From an optimization exercise on the open Yosys and OpenROAD flow, aimed at small area, a short achievable clock period and few clock cycles; shortcuts taken in it are not production practice.
No run shown here included a check of the RTL's function; only the layout flow was run.
Power figures rest on the tool's default switching activity, not on a simulated workload.

[flow/design.v]
package flexka_pkg;
  typedef logic [16-1:0] word_t;
  typedef logic [$clog2(8):0] in_addr_t;
  typedef logic [$clog2(16)-1:0] out_addr_t;
  typedef logic [31:0] cycle_t;
  typedef enum logic [2:0] {
    NONE    = 3'd0,
    SIZE_A  = 3'd1,
    SIZE_B  = 3'd2,
    DATA_A  = 3'd3,
    DATA_B  = 3'd4,
    OUTADDR = 3'd5,
    START   = 3'd6
  } command_e;
  typedef enum logic [1:0] {
    IDLE, CLEAR, MULTIPLY, FLUSH
  } state_e;
endpackage
`timescale 1ns/100ps
module flexka (
  input  logic        clk,
  input  logic        rstn,
  input  logic        cmd_valid,
  input  logic [2:0]  cmd,
  input  logic [15:0] cmd_data,
  output logic [1:0]  flexka_state,
  output logic [15:0] out_data,
  output logic [31:0] elapsed_cycles
);
  localparam logic [2:0] C_SIZE_A = 3'd1, C_SIZE_B = 3'd2, C_DATA_A = 3'd3,
                         C_DATA_B = 3'd4, C_OUTADDR = 3'd5, C_START = 3'd6;
  localparam int AW = 51;
  function automatic logic [95:0] csa48(input logic [47:0] x, y, z);
    csa48 = {((x & y) | (x & z) | (y & z)) << 1, x ^ y ^ z};
  endfunction
  function automatic logic [2*AW-1:0] csaw(input logic [AW-1:0] x, y, z);
    csaw = {((x & y) | (x & z) | (y & z)) << 1, x ^ y ^ z};
  endfunction
  logic [15:0] mem_a [8];
  logic [15:0] mem_b [8];
  logic [2:0]  ptr_a, ptr_b;
  logic [3:0]  size_a, size_b;
  logic start;
  assign start = cmd_valid && cmd == C_START && !flexka_state[0];
  always_ff @(posedge clk) begin
    if (!rstn) begin
      ptr_a <= '0;
      ptr_b <= '0;
    end else if (cmd_valid) begin
      case (cmd)
        C_SIZE_A: ptr_a <= '0;
        C_SIZE_B: ptr_b <= '0;
        C_DATA_A: ptr_a <= ptr_a + 3'd1;
        C_DATA_B: ptr_b <= ptr_b + 3'd1;
        default: ;
      endcase
    end
  end
  always_ff @(posedge clk) begin
    if (cmd_valid && cmd == C_SIZE_A) size_a <= cmd_data[3:0];
    if (cmd_valid && cmd == C_SIZE_B) size_b <= cmd_data[3:0];
    for (int k = 0; k < 8; k++) begin
      if (cmd_valid && cmd == C_DATA_A && ptr_a == 3'(k)) mem_a[k] <= cmd_data;
      if (cmd_valid && cmd == C_DATA_B && ptr_b == 3'(k)) mem_b[k] <= cmd_data;
    end
  end
  logic        act, a_first;
  logic [3:0]  ck;
  logic [2:0]  ci;
  logic [1:0]  cc;
  logic [15:0] opa;
  logic [31:0] opb;
  logic [2:0]  na1, nb1, nae1;
  logic [1:0]  nbc1;
  logic [3:0]  klast;
  logic        ce, last;
  logic [3:0]  nk, k1;
  logic [2:0]  ni;
  logic [1:0]  nc, c0;
  assign na1   = size_a[2:0] - 3'd1;
  assign nb1   = size_b[2:0] - 3'd1;
  assign nae1  = (na1 == 3'd0) ? 3'd1 : na1;
  assign nbc1  = nb1[2:1];
  assign klast = 4'(nae1) + {1'b0, nbc1, 1'b0};
  assign ce    = (cc == 2'd0) || ({1'b0, ci} + 4'd2 > {1'b0, nae1});
  assign last  = ce && (ck == klast);
  assign k1    = ck + 4'd1;
  assign c0    = (k1[3:1] > {1'b0, nbc1}) ? nbc1 : k1[2:1];
  always_comb begin
    nk = '0; ni = '0; nc = '0;
    if (act && !last) begin
      if (!ce) begin
        nk = ck; ni = ci + 3'd2; nc = cc - 2'd1;
      end else begin
        nk = k1; nc = c0; ni = 3'(k1 - {1'b0, c0, 1'b0});
      end
    end
  end
  always_ff @(posedge clk) begin
    if (!rstn) act <= 1'b0;
    else if (start) act <= 1'b1;
    else if (last) act <= 1'b0;
    a_first <= start;
    ck <= nk;
    ci <= ni;
    cc <= nc;
    opa <= (ni <= na1) ? mem_a[ni] : 16'd0;
    opb <= {({nc, 1'b1} <= nb1) ? mem_b[{nc, 1'b1}] : 16'd0, mem_b[{nc, 1'b0}]};
  end
  logic [47:0] pp [16];
  logic [47:0] l1 [11];
  logic [47:0] l2 [8];
  logic [47:0] l3 [6];
  logic [47:0] l4 [4];
  always_comb begin
    for (int k = 0; k < 16; k++) pp[k] = opa[k] ? (48'(opb) << k) : 48'd0;
    for (int g = 0; g < 5; g++) {l1[2*g+1], l1[2*g]} = csa48(pp[3*g], pp[3*g+1], pp[3*g+2]);
    l1[10] = pp[15];
    for (int g = 0; g < 3; g++) {l2[2*g+1], l2[2*g]} = csa48(l1[3*g], l1[3*g+1], l1[3*g+2]);
    l2[6] = l1[9];
    l2[7] = l1[10];
    for (int g = 0; g < 2; g++) {l3[2*g+1], l3[2*g]} = csa48(l2[3*g], l2[3*g+1], l2[3*g+2]);
    l3[4] = l2[6];
    l3[5] = l2[7];
    for (int g = 0; g < 2; g++) {l4[2*g+1], l4[2*g]} = csa48(l3[3*g], l3[3*g+1], l3[3*g+2]);
  end
  logic [47:0]   br [4];
  logic          b_v, b_first, b_ce, b_last;
  logic [AW-1:0] acc_s, acc_c;
  always_ff @(posedge clk) begin
    if (!rstn) b_v <= 1'b0;
    else b_v <= act;
    b_first <= a_first;
    b_ce    <= ce;
    b_last  <= last;
    for (int k = 0; k < 4; k++) br[k] <= l4[k];
  end
  logic [AW-1:0] x_s, x_c, t1s, t1c, t2s, t2c, t3s, t3c, t4s, t4c;
  always_comb begin
    x_s = b_first ? '0 : acc_s;
    x_c = b_first ? '0 : acc_c;
    {t1c, t1s} = csaw(AW'(br[0]), AW'(br[1]), AW'(br[2]));
    {t2c, t2s} = csaw(AW'(br[3]), x_s, x_c);
    {t3c, t3s} = csaw(t1s, t1c, t2s);
    {t4c, t4s} = csaw(t2c, t3s, t3c);
  end
  logic        c_v, c_last;
  logic [15:0] e_s, e_c;
  always_ff @(posedge clk) begin
    if (!rstn) c_v <= 1'b0;
    else c_v <= b_v && b_ce;
    c_last <= b_last;
    e_s <= t4s[15:0];
    e_c <= t4c[15:0];
    if (b_v) begin
      if (b_ce) begin
        acc_s <= AW'(t4s[AW-1:16]);
        acc_c <= AW'(t4c[AW-1:16]);
      end else begin
        acc_s <= t4s;
        acc_c <= t4c;
      end
    end
  end
  logic [3:0]  wk;
  logic        cout_r;
  logic [15:0] mem_p [14];
  logic [16:0] wsum;
  assign wsum = 17'(e_s) + 17'(e_c) + 17'(cout_r);
  always_ff @(posedge clk) begin
    if (start) begin
      wk     <= '0;
      cout_r <= 1'b0;
    end else if (c_v) begin
      wk     <= wk + 4'd1;
      cout_r <= wsum[16];
    end
    for (int k = 0; k < 14; k++)
      if (c_v && wk == 4'(k)) mem_p[k] <= wsum[15:0];
  end
  logic       busy;
  logic [6:0] cnt;
  always_ff @(posedge clk) begin
    if (!rstn) begin
      busy <= 1'b0;
      cnt  <= '0;
    end else begin
      if (start) busy <= 1'b1;
      else if (c_v && c_last) busy <= 1'b0;
      if (start) cnt <= '0;
      else if (busy) cnt <= cnt + 7'd1;
    end
  end
  logic [3:0]  ra0, ra1;
  logic [15:0] out_q;
  logic [31:0] top;
  assign top = acc_s[31:0] + acc_c[31:0] + 32'(cout_r);
  always_ff @(posedge clk) begin
    if (!rstn) begin
      ra0 <= '0;
      ra1 <= '0;
    end else begin
      if (cmd_valid && cmd == C_OUTADDR) ra0 <= cmd_data[3:0];
      ra1 <= ra0;
    end
    if (ra1 == wk) out_q <= top[15:0];
    else if (ra1 == wk + 4'd1) out_q <= top[31:16];
    else if (ra1 < wk) out_q <= mem_p[ra1];
    else out_q <= '0;
  end
  assign flexka_state   = {1'b0, busy};
  assign out_data       = out_q;
  assign elapsed_cycles = {25'b0, cnt};
endmodule
[flow/run.sh]
#!/bin/bash
# synth_recipe.tcl (not shown) runs the flow's synth.tcl, then flattens the netlist and writes it again
# the make line also repeats each setting of config.mk as NAME=value (left out here)
make -C /OpenROAD-flow-scripts/flow DESIGN_CONFIG=/design/flow/config.mk WORK_HOME=/design/flow/orfs CLKGATE_MAP_FILE= SYNTH_SCRIPT=/design/flow/synth_recipe.tcl finish
[flow/config.mk]
export PLATFORM = sky130hd
export DESIGN_NAME = flexka
export DESIGN_NICKNAME = flexka
export VERILOG_FILES = /design/flow/design.v
export SDC_FILE = /design/flow/constraint.sdc
export NUM_CORES = 4
export LEC_CHECK = 0
export CAP_MARGIN = 20
export CORE_MARGIN = 2
export CORE_UTILIZATION = 40
export SETUP_SLACK_MARGIN = 5
export SLEW_MARGIN = 20
[flow/constraint.sdc]
create_clock -name core_clock -period 8.0 [get_ports {clk}]
set_input_delay 1.6000 -clock core_clock [delete_from_list [all_inputs] [get_ports {clk}]]
set_output_delay 1.6000 -clock core_clock [all_outputs]
set_load 0.01 [all_outputs]
==> run_results.csv, run 1 <==
group,metric,value,unit
run_status,outcome,"finished clean",
critical_path,timing.rr.start,"size_a[0]$_DFFE_PP_",
layout,syn2layout_area_growth,18.8,%
clock_tree,cts_tree,"done",
floorplanning,fp.coreArea,122000,sq um
power,switching_share,0.354,
sta,hold_viol_final,0,
power,peakVddDrop,220,uV
synthesis,yosysUniqueCellTypes,75,
critical_path,r2r_cells,21,
layout,final_nets,4849,
power,p_leak,23.4,nW
synthesis,synth-edff-count,588,
global_routing,overflow,0,
worst_hold_path,holdPathEnd,"b_first$_DFF_P_",
sta,rsz0062_at_grt,"yes",
power,power.density,307,nW/um^2
floorplanning,die_area,126000,sq um
sta,skew,59.5,ps
power,combPwrFrac,0.395,
clock_tree,numCtsBuffers,92,
critical_path,crit_arrival,4440,ps
synthesis,ys_seq_area_frac,0.476,
critical_path,r2r_slack,4150,ps
critical_path,end_kind,"register",
critical_path,worstPathRequired,8590,ps
critical_path,path_cells,"inv_2, ha_4, xnor2_4, inv_1, fa_1, nor2_1, nand3_1, a31oi_4, buf_4, mux2i_4, buf_12, nand2_8, inv_4, ha_4, nor2b_4, o21ai_2, inv_2, o21ai_4, buf_12, o21ai_2, a311oi_1",
sta,slew_violations,0,
place,dp_worst_setup_slack,3220,ps
sta,min_period_over_period,0.481,
routing,routedWlPerCell,24.2,um
sta,tns,0,ps
synthesis,synthTopCellsByArea,"edfxtp_1, fa_1, dfxtp_1",
critical_path,startpoint_type,"register",
floorplanning,start_util,0.404,
sta,finalWorstSetupSlack,4150,ps
critical_path,critical_path.max_fanout,8,
synthesis,syn-mean-instance-area,12.4,sq um
clock_tree,clock_latency,720,ps
clock_tree,cts_root_buf,"clkbuf_16",
clock_tree,max-clock-path-buffers,3,
routing,vias_per_cell,5.29,
critical_path,path_class,"reg -> reg",
clock_tree,clock_sinks,877,
floorplanning,die_height,355,um
sta,fmax,260,MHz
floorplanning,rows,128,
worst_hold_path,min_path_type,"reg -> reg",
power,p_sw,6.38,mW
routing,antenna_left,0,
place,gp_congestion,0.871,
critical_path,cp_slowest_cell,"fa_1",
worst_hold_path,holdPathStages,0,
routing,drt-total-wl,142,mm
floorplanning,io_pins,72,
routing,vias,31000,
synthesis,ys_ff_latch,877,
critical_path,slowest_delay,490,ps
routing,drtIter0Drc,3196,
flow_run,maxCapViolCount,0,
critical_path,r2r-end,"opa[12]$_SDFF_PN0_",
synthesis,synthesis.area,49300,sq um
synthesis,yosys.area.top_type,"edfxtp_1",
routing,dr.pass1.iters,5,
place,io_buffers,45,
sta,setup_violations,0,
worst_hold_path,min-delay-start,"a_first$_DFF_P_",
sta,slew_headroom,0.245,
power,intPower,11.6,mW
global_routing,grt_max_degree,79,
global_routing,grt_pass1_vias,31400,
global_routing,grt_util_all_layers,0.216,
sta,min_period,3850,ps
floorplanning,die_w,355,um
clock_tree,clkTransAtPathRegs,60,ps
power,p_seq_frac,0.349,
synthesis,yosysTopAreaCellShare,0.358,
synthesis,ys_warn_count,10,
routing,route.detailed.drc,0,
sta,tightest_slew,1130,ps
synthesis,synth_ff_type,"edfxtp_1",
global_routing,grt_antenna_before_repair,8,
place,dp_hpwl,88.1,mm
synthesis,synth_cells,3978,
power,clkPwrFrac,0.255,
sta,whs,327,ps
clock_tree,h-tree-depth,3,
layout,drive_gt1_frac,0.181,
global_routing,grt_pass1_wl,203,mm
synthesis,ys_async_sr_fraction,0,
routing by layer:
metal,global-route usage,share of wire,up-vias
met4,0.0668,0.037,0
met2,0.346,0.47,1282
li1,-,-,13500
met3,0.0335,0.075,267
met5,0,0,-
met1,0.303,0.42,16000
per-stage QoR:
step / util / cell area, sq um / total power, mW / cells
floorplan: - / 49600 / 10.2 / 4003
global placement: 0.423 / 51600 / 12.6 / 5515
detailed placement: 0.423 / 51600 / 12.7 / 5516
CTS: 0.466 / 56800 / 17.7 / 5781
global route: 0.480 / 58600 / 19.0 / 5860
finish: 0.480 / 58600 / 18.0 / 5862
flip-flops by register name (all words and copies together) (netlist names), 2 cells and up:
register / cells
wk: 4
opa: 16
mem_p: 224
ptr_a: 3
mem_b: 128
cc: 2
mem_a: 128
ci: 3
ptr_b: 3
size_a: 3
acc_s: 51
cnt: 7
acc_c: 51
ra0: 4
size_b: 3
out_q: 16
ck: 4
opb: 32
br: 151
e_c: 14
e_s: 16
ra1: 4
logic make-up after synthesis:
group	after synthesis	share of synthesized area
XOR/XNOR	64	0.0117
adder cells (fa/ha/maj)	670	0.249
AND/OR/NAND/NOR	1043	0.116
flip-flops	877	0.476
AO/OA/AOI/OAI	472	0.0632
other	1	0.0000761
buffers and inverters	729	0.0581
multiplexers	122	0.0271
worst max path at each step:
stage,from,endpoint,slack [ps],cells past startpoint
2_1_floorplan,size_b[0]$_DFFE_PP_,opa[3]$_SDFF_PN0_,4270,23
3_3_place_gp,size_a[0]$_DFFE_PP_,opa[12]$_SDFF_PN0_,3350,20
3_5_place_dp,size_a[0]$_DFFE_PP_,opb[16]$_SDFF_PN0_,3220,16
4_1_cts,size_a[0]$_DFFE_PP_,opa[9]$_SDFF_PN0_,4270,21
5_1_grt,size_a[0]$_DFFE_PP_,opa[12]$_SDFF_PN0_,4030,21
6_report,size_a[0]$_DFFE_PP_,opa[12]$_SDFF_PN0_,4150,21
Yosys cell counts, types with 90 or more instances:
cell type / n
and2_1: 451
o21ai_0: 92
a21oi_1: 117
mux2_2: 90
nor2_1: 108
edfxtp_1: 588
dfxtp_1: 289
ha_1: 154
clkbuf_1: 125
nand2_1: 198
inv_1: 528
fa_1: 516
area by class of cell:
type | instances | area, sq um
diodes | 2 | 5.00
clock buffers | 123 | 2620
clock inverters | 49 | 651
fillers | 10600 | 63500
inverters | 531 | 2040
multi-input cells | 2401 | 24400
flip-flops and latches | 877 | 23600
well taps | 1625 | 2030
repair buffers | 254 | 3230
power groups by stage:
stage               clock (mW)  combinational [mW]  sequential [mW]
floorplan                    0                3.89             6.28
global placement             0                6.22             6.42
detailed placement           0                6.31             6.42
CTS                       4.65                6.73             6.30
global route              4.83                7.83             6.32
finish                    4.60                7.12             6.28
what timing repair did:
action	in CTS	in global routing
pin swaps	39	163
endpoints found under the setup margin	530	347
resized for setup	224	241
hold buffers	0	0
buffers inserted	81	68
hold endpoints to repair	0	0
cloned	12	10
worst max-delay path: cells and delay by family (launching register included):
family	cells	cell delay, ps
muxes	1	280
AOI/OAI and AO/OA	5	840
DFF	1	420
adders and majority gates	3	850
and+or+nand+nor	4	440
xor gates and xnor gates	1	130
buffers and inverters	7	810
cells in the final DEF, fill, tap and decap left out, types with 12 or more instances in the layout:
cell             netlist  routed
conb_1                 1      26
clkinv_2               0      20
xnor2_1               40      31
buf_4                 27     112
nand2b_1              78      76
o21ai_0               92      77
xor2_1                22      17
and2_4                 0      42
a222oi_1              25      25
a22oi_1               65      64
mux2_2                90      82
fa_2                   0      25
nor2_1               108      98
nand2_1              198     186
inv_1                528     487
clkbuf_1             125      17
fa_1                 516     491
mux2i_1               31      26
nand3_1               45      45
nor2b_1               79      77
ha_1                 154     140
edfxtp_1             588     588
clkbuf_16              0     106
nor3_1                19      12
buf_12                 0      48
nand4_1               12      12
and3_1                32      17
inv_2                  2      38
dfxtp_2                0      15
and2_1               451     405
a221oi_1              14      12
dfxtp_1              289     235
clkdlybuf4s50_1        0      21
buf_6                  1      20
a21o_1                15      14
dlygate4sd2_1          0      22
a31oi_1               16      14
a21oi_1              117     107
dfxtp_4                0      39
o22ai_1               38      34
==> run 2: changes to the inputs <==
--- a/flow/design.v
+++ b/flow/design.v
@@ -66,33 +66,36 @@
   end
   logic        act, a_first;
   logic [3:0]  ck;
-  logic [2:0]  ci;
-  logic [1:0]  cc;
+  logic [2:0]  ci, si;
+  logic [1:0]  cc, sc;
   logic [15:0] opa;
   logic [31:0] opb;
-  logic [2:0]  na1, nb1, nae1;
+  logic [2:0]  na1, nb1, nae1, nae2;
   logic [1:0]  nbc1;
-  logic [3:0]  klast;
-  logic        ce, last;
-  logic [3:0]  nk, k1;
-  logic [2:0]  ni;
-  logic [1:0]  nc, c0;
+  logic [3:0]  klast, k2;
+  logic        ce, last, adv;
+  logic [3:0]  nk;
+  logic [2:0]  ni, nsi;
+  logic [1:0]  nc, nsc;
   assign na1   = size_a[2:0] - 3'd1;
   assign nb1   = size_b[2:0] - 3'd1;
   assign nae1  = (na1 == 3'd0) ? 3'd1 : na1;
+  assign nae2  = nae1 - 3'd1;
   assign nbc1  = nb1[2:1];
   assign klast = 4'(nae1) + {1'b0, nbc1, 1'b0};
-  assign ce    = (cc == 2'd0) || ({1'b0, ci} + 4'd2 > {1'b0, nae1});
+  assign ce    = (cc == 2'd0) || (ci >= nae2);
   assign last  = ce && (ck == klast);
-  assign k1    = ck + 4'd1;
-  assign c0    = (k1[3:1] > {1'b0, nbc1}) ? nbc1 : k1[2:1];
+  assign adv   = act && !last;
+  assign k2  = ck + 4'd2;
+  assign nsc = (k2[3:1] > {1'b0, nbc1}) ? nbc1 : k2[2:1];
+  assign nsi = 3'(k2 - {1'b0, nsc, 1'b0});
   always_comb begin
     nk = '0; ni = '0; nc = '0;
-    if (act && !last) begin
+    if (adv) begin
       if (!ce) begin
         nk = ck; ni = ci + 3'd2; nc = cc - 2'd1;
       end else begin
-        nk = k1; nc = c0; ni = 3'(k1 - {1'b0, c0, 1'b0});
+        nk = ck + 4'd1; ni = si; nc = sc;
       end
     end
   end
@@ -104,8 +107,15 @@
     ck <= nk;
     ci <= ni;
     cc <= nc;
-    opa <= (ni <= na1) ? mem_a[ni] : 16'd0;
-    opb <= {({nc, 1'b1} <= nb1) ? mem_b[{nc, 1'b1}] : 16'd0, mem_b[{nc, 1'b0}]};
+    if (!adv) begin
+      si <= 3'd1;
+      sc <= 2'd0;
+    end else if (ce) begin
+      si <= nsi;
+      sc <= nsc;
+    end
+    opa <= (na1 == 3'd0 && ni[0]) ? 16'd0 : mem_a[ni];
+    opb <= {(nc == nbc1 && !nb1[0]) ? 16'd0 : mem_b[{nc, 1'b1}], mem_b[{nc, 1'b0}]};
   end
   logic [47:0] pp [16];
   logic [47:0] l1 [11];
==> run 2 against run 1 <==
Critical path type unchanged. Routed wire length decreased by 1.6%. First-iteration DRC count fell by 16%. Die area decreased by 0.18%. Combinational power fell by 17%. Worst hold slack better by 1.8 ps. Largest power group is now registers. Worst setup slack improved by 370 ps. Critical path depth is 5 lower. Sequential share of layout area increased by 0.39 points. Fmax is 11% higher. Clock skew down 21 ps. Area after synthesis decreased by 0.18%. Power decreased by 8.8%.
==> run_results.csv, run 2 <==
group,metric,value,unit
critical_path,timing.rr.start,"size_a[0]$_DFFE_PP_",
global_routing,grt_pass1_wl,198,mm
global_routing,grt_max_degree,73,
critical_path,startpoint_type,"register",
synthesis,ys_async_sr_fraction,0,
clock_tree,numCtsBuffers,93,
clock_tree,h-tree-depth,3,
critical_path,crit_buf_inv,4,
routing,route.detailed.drc,0,
synthesis,yosysUniqueCellTypes,68,
sta,fmax,288,MHz
synthesis,ys_ff_latch,882,
sta,tightest_slew,1150,ps
layout,regMostFlops,"mem_p",
routing,drtIter0Drc,2685,
critical_path,setup.worst_path.start,"size_a[0]$_DFFE_PP_",
critical_path,cp_top_family,"compound AO/OA/AOI/OAI gates",
floorplanning,fp.coreArea,122000,sq um
global_routing,grt_util_all_layers,0.211,
sta,slew_headroom,0.231,
critical_path,r2r-end,"opa[4]$_SDFF_PP0_",
routing,antenna_left,0,
place,io_buffers,45,
clock_tree,ctsHoldBuffers,0,
place,placed_cells_incl_taps,5449,
critical_path,r2r_cells,16,
synthesis,yosysTopAreaCellShare,0.359,
place,gp_congestion,0.857,
power,peakVddDrop,211,uV
critical_path,path_cells,"inv_2, ha_4, xnor2_4, a21oi_2, ha_1, ha_1, a21o_1, a211oi_4, buf_12, inv_4, mux2_4, nor3_4, buf_12, a22o_1, a221oi_2, a31oi_1",
layout,drive_gt1_frac,0.187,
critical_path,end_kind,"register",
layout,largest_register_ffs,224,
floorplanning,die_w,355,um
worst_hold_path,min_path_type,"reg -> reg",
routing,vias,30500,
critical_path,crit_end,"opa[4]$_SDFF_PP0_",
synthesis,synth_ff_type,"edfxtp_1",
synthesis,synthTopCellsByArea,"edfxtp_1, fa_1, dfxtp_1",
critical_path,crit_arrival,4060,ps
flow_run,maxCapViolCount,0,
synthesis,synth-edff-count,588,
floorplanning,die_area,126000,sq um
layout,fillers,10700,
critical_path,slowest_delay,400,ps
synthesis,yosysMostFrequentCell,"edfxtp_1",
routing,dr.pass1.iters,6,
critical_path,worstPathRequired,8590,ps
power,p_leak,23.2,nW
floorplanning,die_height,355,um
sta,skew,38.6,ps
critical_path,crit_cells,16,
sta,slew_violations,0,
layout,final_nets,4765,
routing,drt-total-wl,140,mm
sta,tns,0,ps
synthesis,synth_cells,3908,
clock_tree,clkTransAtPathRegs,60,ps
power,power.density,282,nW/um^2
clock_tree,cts_tree,"done",
layout,largestRegisters,"mem_p (224), br (151)",
sta,min_period,3470,ps
sta,min_period_over_period,0.434,
clock_tree,clock_latency,700,ps
layout,layout_common_cells,"edfxtp_1, inv_1, fa_1, and2_1, dfxtp_1",
global_routing,grt_antenna_before_repair,13,
place,dp_hpwl,87.0,mm
layout,final_cell_count_no_fill,5788,
clock_tree,cts_root_buf,"clkbuf_16",
floorplanning,io_pins,72,
run_status,outcome,"finished clean",
floorplanning,start_util,0.404,
floorplanning,rows,128,
critical_path,r2r_slack,4530,ps
clock_tree,max-clock-path-buffers,3,
synthesis,syn-mean-instance-area,12.6,sq um
sta,setup_violations,0,
global_routing,overflow,0,
synthesis,ys_seq_area_frac,0.478,
clock_tree,clock_sinks,882,
sta,rsz0062_at_grt,"yes",
synthesis,ys_warn_count,10,
routing,vias_per_cell,5.26,
layout,final_common_cell,"edfxtp_1",
critical_path,cp_slowest_cell,"edfxtp_1",
synthesis,synth_common_cells,"edfxtp_1, inv_1, fa_1, and2_1, dfxtp_1",
synthesis,yosys.area.top_type,"edfxtp_1",
synthesis,synthesis.area,49200,sq um
critical_path,path_class,"reg -> reg",
sta,hold_viol_final,0,
layout,syn2layout_area_growth,18.5,%
routing,routedWlPerCell,24.2,um
global_routing,grt_pass1_vias,31000,
critical_path,critical_path.max_fanout,16,
## run 2: cell types whose count changed after synthesis, moves of 9 or more
cell / change
nand2_1: -45
a21oi_1: -44
o21ai_0: -43
a22oi_1: +22
a211oi_1: +20
a22o_1: +14
clkbuf_1: +12
a31oi_1: +11
mux2i_1: -11
a221oi_1: +9
buf_2: -9
inv_1: -9
## run 2: per-stage QoR
step	power (mW)	utilization	hold WS [ps]	instance area [sq um]	worst slack (ps)
after floorplan	9.42	-	310	49500	4510
after global placement	11.7	0.423	311	51600	3580
after detailed placement	11.8	0.424	317	51600	3470
after CTS	16.2	0.461	328	56200	4600
after global routing	17.3	0.478	338	58300	4360
final	16.4	0.478	329	58300	4530
## run 2: power breakdown
part	internal (mW)	total [mW]	switching, mW
Sequential	5.93	6.16	0.233
Clock	2.43	4.36	1.93
Combinational	2.34	5.89	3.55
Total	10.7	16.4	5.71
## run 2: repair_timing
item / 4_1_cts / 5_1_grt
endpoints found under the hold margin: 0 / 0
gates resized for setup: 156 / 266
pin swaps: 35 / 162
cloned: 8 / 22
setup buffers: 66 / 62
endpoints found under the setup margin: 476 / 453
## run 2: layout make-up
| cell class | instances | area [sq um] | area share |
|---|---|---|---|
| timing repair buffer | 254 | 3310 | 0.0569 |
| inverter | 521 | 1960 | 0.0337 |
| clock buffer | 117 | 2450 | 0.0420 |
| multi-input combinational | 2325 | 24200 | 0.415 |
| antenna | 5 | 12.5 | 0.000215 |
| sequential | 882 | 23700 | 0.407 |
| tap | 1625 | 2030 | 0.0349 |
| clock inverter | 59 | 634 | 0.0109 |
## run 2: cells by family after synthesis
kind of cell	share of synthesized area
fa+ha+maj	0.248
other cells	0.0000762
flops	0.478
xor+xnor	0.0121
mux	0.0247
simple gates	0.116
buf+inv	0.0579
compound gates	0.0630
## run 2: how the worst min path moves through the flow
stage,from,to,slack [ps],cells after the start
2_1_floorplan,a_first$_DFF_P_,b_first$_DFF_P_,310,0
3_3_place_gp,a_first$_DFF_P_,b_first$_DFF_P_,310,0
3_5_place_dp,a_first$_DFF_P_,b_first$_DFF_P_,320,0
4_1_cts,a_first$_DFF_P_,b_first$_DFF_P_,330,0
5_1_grt,a_first$_DFF_P_,b_first$_DFF_P_,340,0
6_report,a_first$_DFF_P_,b_first$_DFF_P_,330,0
## run 2: routing by layer
metal  global-route usage  part of all wire
met5                    0          0.000086
met4               0.0686             0.036
met3               0.0375             0.076
met2                0.342              0.47
met1                0.287              0.41
==> run 3: changes to the inputs <==
--- a/flow/design.v
+++ b/flow/design.v
@@ -39,7 +39,6 @@
   logic [15:0] mem_a [8];
   logic [15:0] mem_b [8];
   logic [2:0]  ptr_a, ptr_b;
-  logic [3:0]  size_a, size_b;
   logic start;
   assign start = cmd_valid && cmd == C_START && !flexka_state[0];
   always_ff @(posedge clk) begin
@@ -57,8 +56,6 @@
     end
   end
   always_ff @(posedge clk) begin
-    if (cmd_valid && cmd == C_SIZE_A) size_a <= cmd_data[3:0];
-    if (cmd_valid && cmd == C_SIZE_B) size_b <= cmd_data[3:0];
     for (int k = 0; k < 8; k++) begin
       if (cmd_valid && cmd == C_DATA_A && ptr_a == 3'(k)) mem_a[k] <= cmd_data;
       if (cmd_valid && cmd == C_DATA_B && ptr_b == 3'(k)) mem_b[k] <= cmd_data;
@@ -70,18 +67,28 @@
   logic [1:0]  cc, sc;
   logic [15:0] opa;
   logic [31:0] opb;
-  logic [2:0]  na1, nb1, nae1, nae2;
+  logic [2:0]  nae1, nae2;
   logic [1:0]  nbc1;
   logic [3:0]  klast, k2;
   logic        ce, last, adv;
   logic [3:0]  nk;
   logic [2:0]  ni, nsi;
   logic [1:0]  nc, nsc;
-  assign na1   = size_a[2:0] - 3'd1;
-  assign nb1   = size_b[2:0] - 3'd1;
-  assign nae1  = (na1 == 3'd0) ? 3'd1 : na1;
-  assign nae2  = nae1 - 3'd1;
-  assign nbc1  = nb1[2:1];
+  logic        na1z, nbh;
+  logic [2:0]  d_na1, d_nb1;
+  assign d_na1 = cmd_data[2:0] - 3'd1;
+  assign d_nb1 = cmd_data[2:0] - 3'd1;
+  always_ff @(posedge clk) begin
+    if (cmd_valid && cmd == C_SIZE_A) begin
+      nae1 <= (d_na1 == 3'd0) ? 3'd1 : d_na1;
+      nae2 <= (d_na1 == 3'd0) ? 3'd0 : d_na1 - 3'd1;
+      na1z <= d_na1 == 3'd0;
+    end
+    if (cmd_valid && cmd == C_SIZE_B) begin
+      nbc1 <= d_nb1[2:1];
+      nbh  <= !d_nb1[0];
+    end
+  end
   assign klast = 4'(nae1) + {1'b0, nbc1, 1'b0};
   assign ce    = (cc == 2'd0) || (ci >= nae2);
   assign last  = ce && (ck == klast);
@@ -114,8 +121,8 @@
       si <= nsi;
       sc <= nsc;
     end
-    opa <= (na1 == 3'd0 && ni[0]) ? 16'd0 : mem_a[ni];
-    opb <= {(nc == nbc1 && !nb1[0]) ? 16'd0 : mem_b[{nc, 1'b1}], mem_b[{nc, 1'b0}]};
+    opa <= (na1z && ni[0]) ? 16'd0 : mem_a[ni];
+    opb <= {(nc == nbc1 && nbh) ? 16'd0 : mem_b[{nc, 1'b1}], mem_b[{nc, 1'b0}]};
   end
   logic [47:0] pp [16];
   logic [47:0] l1 [11];
==> run 3 against run 2 <==
Still clean. Power rose by 2.7%. First-iteration DRC count rose by 10%. Via count rose by 2.9%. Critical path depth fell by 5. Synthesized cell count rose by 2.9%. Global-route usage rose by 1.3 points. Register-to-register slack improved by 210 ps. Sequential share of layout area fell by 0.50 points. Cell count rose by 3.1%. Clock power rose by 6.0%. Routed wire length rose by 1.9%.
==> run_results.csv, run 3 <==
group,metric,value,unit
flow_run,maxCapViolCount,0,
power,combPwrFrac,0.359,
routing,drt-total-wl,143,mm
power,clkPwrFrac,0.274,
power,p_sw,5.74,mW
synthesis,ys_ff_latch,886,
critical_path,end_kind,"register",
critical_path,crit_cells,11,
clock_tree,cts_tree,"done",
power,p_leak,23.9,nW
critical_path,startpoint_type,"register",
floorplanning,start_util,0.403,
critical_path,r2r_slack,4740,ps
layout,seq_area,23800,sq um
critical_path,slowest_delay,540,ps
place,io_buffers,45,
synthesis,ys_warn_count,10,
global_routing,grt_max_degree,80,
synthesis,synth_ff_type,"edfxtp_1",
floorplanning,rows,128,
layout,final_cell_area,59300,sq um
synthesis,synth-edff-count,592,
global_routing,overflow,0,
critical_path,crit_buf_inv,6,
sta,min_period_over_period,0.408,
sta,skew,32.1,ps
clock_tree,clock_latency,690,ps
clock_tree,clkTransAtPathRegs,60,ps
layout,syn2layout_area_growth,21.1,%
power,peakVddDrop,188,uV
global_routing,grt_pass1_vias,32200,
sta,slew_violations,0,
global_routing,met2_usage,0.368,
critical_path,r2r-end,"br[0][26]$_DFF_P_",
synthesis,synth-simple-area-share,0.0990,
place,dpl-instance-area,51200,sq um
synthesis,yosysTopAreaCellShare,0.363,
sta,hold_viol_final,0,
global_routing,grt_pass1_wl,208,mm
power,power.density,284,nW/um^2
critical_path,crit_end,"br[0][26]$_DFF_P_",
routing,route.detailed.drc,0,
critical_path,cp_top_family,"adder cells",
sta,setup_violations,0,
clock_tree,h-tree-depth,3,
floorplanning,fp.coreArea,122000,sq um
place,gp_congestion,0.851,
layout,largestRegisters,"mem_p (224), br (151)",
synthesis,synthMuxAreaShare,0.0238,
layout,diodes,0,
floorplanning,die_area,125000,sq um
synthesis,synth_top_family_by_area,"adder cells",
critical_path,r2r_cells,11,
global_routing,use_met3,0.0412,
synthesis,syn-mean-instance-area,12.2,sq um
place,placed_cells_incl_taps,5560,
synthesis,ys_seq_area_frac,0.483,
layout,fillers,10600,
layout,final_cell_count_no_fill,5970,
synthesis,yosys.area.top_type,"edfxtp_1",
synthesis,synth_common_cells,"inv_1, edfxtp_1, fa_1, nand2_1, dfxtp_1",
synthesis,yosysUniqueCellTypes,83,
power,p_seq_frac,0.366,
synthesis,ys_async_sr_fraction,0,
sta,whs,321,ps
floorplanning,die_w,354,um
floorplanning,die_height,354,um
sta,fmax,306,MHz
clock_tree,numCtsBuffers,94,
routing,vias,31300,
clock_tree,ctsHoldBuffers,0,
critical_path,worstPathRequired,8630,ps
critical_path,critical_path.max_fanout,7,
routing,drtIter0Drc,2964,
synthesis,synth_compound_area_frac,0.0647,
synthesis,yosysMostFrequentCell,"inv_1",
synthesis,synthAdderAreaFrac,0.249,
global_routing,grtUsageMet1,0.296,
sta,tightest_slew,1140,ps
run_status,outcome,"finished clean",
layout,regMostFlops,"mem_p",
critical_path,timing.rr.start,"opa[11]$_SDFF_PP0_",
critical_path,crit_arrival,3890,ps
synthesis,synthesis.area,49000,sq um
place,dp_hpwl,86.1,mm
layout,multi_input_area,23600,sq um
critical_path,path_cells,"buf_6, buf_16, buf_12, nand2_4, fa_1, inv_2, fa_1, inv_1, fa_2, inv_2, fa_2",
layout,drive_gt1_frac,0.216,
power,intPower,11.1,mW
floorplanning,io_pins,72,
routing,antenna_left,0,
sta,tns,0,ps
layout,final_nets,4952,
critical_path,setup.worst_path.start,"opa[11]$_SDFF_PP0_",
global_routing,grt_busiest_layer,"met2",
clock_tree,cts_root_buf,"clkbuf_16",
synthesis,synth_cells,4022,
routing,routedWlPerCell,23.9,um
layout,largest_register_ffs,224,
routing,vias_per_cell,5.25,
global_routing,grt_antenna_before_repair,3,
worst_hold_path,min_path_type,"reg -> reg",
sta,slew_headroom,0.243,
critical_path,cp_slowest_cell,"fa_1",
synthesis,synth-xor-area-share,0.0122,
power,switching_share,0.341,
layout,layout_common_cells,"edfxtp_1, inv_1, fa_1, nand2_1, dfxtp_1",
sta,min_period,3260,ps
global_routing,grt_util_all_layers,0.224,
layout,final_common_cell,"edfxtp_1",
sta,rsz0062_at_grt,"yes",
synthesis,synthTopCellsByArea,"edfxtp_1, fa_1, dfxtp_1",
critical_path,path_class,"reg -> reg",
clock_tree,clock_sinks,886,
clock_tree,max-clock-path-buffers,3,
routing,dr.pass1.iters,5,
[run 3: changes by cell type after synthesis, moves of 18 or more]
cell      change
and2_1      -284
nand2_1     +279
inv_1       +138
a22oi_1      +30
buf_1        -27
a211oi_1     -23
mux2_2       -19
a31oi_1      -18
[run 3: how the worst min path moves through the flow]
stage	startpoint	end	slack, ps	depth (start not counted)
final	a_first$_DFF_P_	b_first$_DFF_P_	320	0
after global routing	a_first$_DFF_P_	b_first$_DFF_P_	320	0
after detailed placement	a_first$_DFF_P_	b_first$_DFF_P_	310	0
after floorplan	a_first$_DFF_P_	b_first$_DFF_P_	310	0
after CTS	a_first$_DFF_P_	b_first$_DFF_P_	320	0
after global placement	a_first$_DFF_P_	b_first$_DFF_P_	310	0
[run 3: power by group through the flow]
stage / Clock (mW) / Sequential (mW) / Combinational, mW
finish: 4.62 / 6.18 / 6.06
global route: 4.84 / 6.22 / 6.66
CTS: 4.68 / 6.19 / 5.78
detailed placement: 0 / 6.34 / 5.38
global placement: 0 / 6.33 / 5.27
floorplan: 0 / 6.23 / 3.24
[run 3: what timing repair did]
action | 4_1_cts | 5_1_grt
resized for setup | 417 | 216
gates cloned | 17 | 9
hold endpoints to repair | 0 | 0
pin swaps | 214 | 131
setup endpoints to repair | 532 | 427
buffers inserted | 149 | 58
[run 3: kinds of logic (layout without fill, tap and decap cells)]
logic type | after synthesis | count (layout)
other | 1 | 26
xor gates and xnor gates | 68 | 68
and+or+nand+nor | 998 | 999
AOI/OAI and AO/OA | 441 | 443
DFF | 886 | 886
muxes | 107 | 107
buffers and inverters | 856 | 1151
adders and majority gates | 665 | 665
[run 3: cell type report]
cell class,count,area share
tap,1625,0.0343
multi-input combinational,2308,0.397
clock inverter,53,0.0114
inverter,660,0.0418
timing repair buffer,315,0.0693
sequential,886,0.402
clock buffer,123,0.0439
[run 3: per-layer routing]
layer	share of wire	vias to the layer above	routed length, um
met5	0.00019	-	27
met4	0.042	4	6030
met3	0.075	311	10700
met2	0.48	1261	67900
met1	0.41	16100	57900
li1	-	13700	-
[run 3: per-stage QoR]
stage | setup slack, ps | power [mW] | utilization
floorplan | 5000 | 9.47 | -
global placement | 3990 | 11.6 | 0.420
detailed placement | 3940 | 11.7 | 0.420
CTS | 4810 | 16.7 | 0.475
global route | 4700 | 17.7 | 0.487
finish | 4740 | 16.9 | 0.487
[run 3: worst register-to-register path, stage by stage (launching register included)]
cell,delay [ps]
dfxtp_4,440
buf_6,150
buf_16,150
buf_12,130
nand2_4,40
fa_1,510
inv_2,50
fa_1,540
inv_1,70
fa_2,530
inv_2,50
fa_2,530

[re-timing with driven ports]
Ports are ideal in the flow. The routed layouts listed here were re-timed in OpenROAD.
Step 1: set_driving_cell puts a clkbuf_16 on clk and a buf_2 on each other input, an assumption about the parent block.
Step 2, shift: input delay + t, output delay - t, t = (earliest + latest rising clock arrival at the registers) / 2. This alone moves slack from input paths to output paths.
Three values: ideal ports, drivers, drivers and shift; two values: the first two.
run | t (ns) | setup WS [ns] | hold slack, ns
run 1 | 0.770 | 4.154 / 4.154 / 4.154 | 0.327 / 0.327 / 0.327
run 2 | 0.749 | 4.527 / 4.527 / 4.372 | 0.329 / 0.329 / 0.329
run 3 | 0.750 | 4.736 / 4.736 / 4.312 | 0.321 / 0.321 / 0.321
After both steps setup and hold are still met in every run listed. The setup slack of run 3, which loses most, moves by 0.000 ns with the drivers and by -0.424 ns with both steps.
